This design comes from an exercise in tuning for small area, a short achievable clock period and few clock cycles per item on the open sky130 flow, not from production work. The RTL was checked by simulation tests, not by an equivalence proof against the original design.

Design cosine_distance_unit, start of the top module:
module cosine_distance_unit #(
    parameter int W     = 16,
    parameter int FRAC  = 11,
    parameter int TERMS = 4
) (
    input  logic         clk,
    input  logic         reset_n,
    input  logic         start,
    input  logic [W-1:0] x_in,
    input  logic [W-1:0] v_in,
    output logic         busy,
    output logic         done,
    output logic [W-1:0] cos_out,
    output logic [W-1:0] distance,
    output logic         sat
);
Settings: LEC_CHECK=0, ABC_AREA=1, CAP_MARGIN=0, CORE_MARGIN=2, CORE_UTILIZATION=55, PLACE_DENSITY=0.65, SETUP_SLACK_MARGIN=5, SLEW_MARGIN=0, TNS_END_PERCENT=5; clock period 12.0 ns.
run.sh (not shown) runs the stock make flow with config.mk's settings and CLKGATE_MAP_FILE= SYNTH_SCRIPT=/design/flow/synth_recipe.tcl, a recipe that flattens the netlist after the stock synthesis.
The baseline went through all stages and came out clean.
Testbench counts at the start, summed over its fixed seeds: cycles 6,400, items 1,600.
Change:
--- a/flow/design.v
+++ b/flow/design.v
@@ -10,26 +10,26 @@
     input  logic [W-1:0] v_in,
     output logic         busy,
     output logic         done,
     output logic [W-1:0] cos_out,
     output logic [W-1:0] distance,
     output logic         sat
 );
     logic s1_q, s2_q, s3_q, done_q;
     logic accept;
     logic [15:0] a_q, b_q, d_q;
-    logic        xo_q, hi_q, ds_q;
+    logic        hi_q, ds_q;
     logic        sat_q;
     assign busy   = s1_q | s2_q | s3_q;
     assign accept = start & ~busy;
     logic [15:0] x2f;
-    assign x2f = {a_q[15], a_q[14:0] | {15{xo_q & ~s3_q}}};
+    assign x2f = a_q;
     logic [14:0] bc;
     logic        big;
     assign bc  = b_q[14:0];
     assign big = hi_q | b_q[15];
     logic [22:0] t2_full;
     logic [11:0] term2;
     logic cw464, cw465, cw466, cw467, cw468, cw469, cw470, cw471, cw472, cw473, cw474, cw475, cw476, cw477, cw478, cw479, cw480, cw481, cw482, cw483, cw484, cw485, cw486, cw487, cw488, cw489, cw490, cw491, cw492, cw493, cw494, cw495, cw496, cw497, cw498, cw499, cw500, cw501, cw502, cw503, cw504, cw505, cw506, cw507, cw508, cw509, cw510, cw511, cw512, cw513, cw514, cw515, cw516, cw517, cw518, cw519, cw520, cw521, cw522, cw523, cw524, cw525, cw526, cw527, cw528, cw529, cw530, cw531, cw532, cw533, cw534, cw535, cw536, cw537, cw538, cw539, cw540, cw541, cw542, cw543, cw544, cw545, cw546, cw547, cw548, cw549, cw550, cw551, cw552, cw553, cw554, cw555, cw556, cw557, cw558, cw559, cw560, cw561, cw562, cw563, cw564, cw565, cw566, cw567, cw568, cw569, cw570, cw571, cw572, cw573, cw574, cw575, cw576, cw577, cw578, cw579, cw580, cw581, cw582, cw583, cw584, cw585, cw586, cw587, cw588, cw589, cw590, cw591, cw592, cw593, cw594, cw595, cw596, cw597, cw598, cw599, cw600, cw601, cw602, cw603, cw604, cw605, cw606, cw607, cw608, cw609, cw610, cw611, cw612, cw613, cw614, cw615, cw616, cw617, cw618, cw619, cw620, cw621, cw622, cw623, cw624, cw625, cw626, cw627, cw628, cw629, cw630, cw631, cw632, cw633, cw634, cw635, cw636, cw637, cw638, cw639, cw640, cw641, cw642, cw643, cw644, cw645, cw646, cw647, cw648, cw649, cw650, cw651, cw652, cw653, cw654, cw655, cw656, cw657, cw658, cw659, cw660, cw661, cw662, cw663, cw664, cw665, cw666, cw667, cw668, cw669, cw670, cw671, cw672, cw673, cw674, cw675, cw676, cw677, cw678, cw679, cw680, cw681, cw682, cw683, cw684, cw685, cw686, cw687, cw688, cw689, cw690, cw691, cw692, cw693, cw694, cw695, cw696, cw697, cw698, cw699, cw700, cw701, cw702, cw703, cw704, cw705, cw706, cw707, cw708, cw709, cw710, cw711, cw712, cw713, cw714, cw715, cw716, cw717, cw718, cw719, cw720, cw721, cw722, cw723, cw724, cw725, cw726;
     assign cw464 = bc[5] ^ bc[4];
     assign cw465 = bc[5] & bc[4];
     assign cw466 = bc[6] ^ bc[5] ^ bc[3];
@@ -811,23 +811,22 @@
             done_q <= 1'b0;
         end else begin
             s1_q <= accept;
             s2_q <= s1_q;
             s3_q <= s2_q;
             if (accept) done_q <= 1'b0;
             else if (s3_q) done_q <= 1'b1;
         end
     end
     always_ff @(posedge clk) begin
-        if (accept) a_q <= {1'b0, prod[25:11]};
+        if (accept) a_q <= {1'b0, prod[25:11] | {15{x2ovf}}};
         else if (s2_q) a_q <= d_q;
-        if (accept) xo_q <= x2ovf;
         if (s1_q | s2_q) b_q <= prod[26:11];
         else if (s3_q) b_q <= expr3;
         if (busy) begin
             hi_q <= (s3_q ? ((prod[29:27] != 3'b000) && (prod[29:27] != 3'b111))
                           : (prod[29:27] != 3'b000));
             ds_q <= prod[29];
         end
         if (accept) d_q <= v_in;
         else if (s2_q) d_q <= e2;
         else if (s3_q) d_q <= prod[26:11];
=>
- The changed run ran to the end with no violations
- wire length goes up by about 1.8%
- clock-buffer cell count stays the same
- clock skew goes down by 8.1 ps
- sequential share of layout area is about the same
- cell count goes up by 1.6%
Testbench counts after the change, summed over its fixed seeds: cycles 6,400, items 1,600.

## what the ideal ports hide
In the flow no input, the clock included, has a driving cell. The finished layouts below were timed again as built, in two steps. Step 1, drivers: a clkbuf_16 drives clk and a buf_2 each remaining input, both assumed. Step 2 also shifts input and output timing later by t, the mid clock arrival at the registers, as if the neighbouring blocks saw the same clock. a / b / c = ideal / step 1 / step 2; a / b = the first two.
| run | shift t [ns] | setup WS [ns] | hold slack, ns | slew at the worst register clock pin (ns) |
|---|---|---|---|---|
| the first run | 0.349 | 3.414 / 3.414 / 3.283 | 0.502 / 0.502 / 0.502 | 0.09 / 0.09 |
| the second run | 0.340 | 3.422 / 3.422 / 3.111 | 0.508 / 0.508 / 0.508 | 0.08 / 0.08 |
After both steps every run listed still meets setup and hold. The setup slack of the second run, which loses most, moves by 0.000 ns with the drivers and by -0.311 ns with both steps.
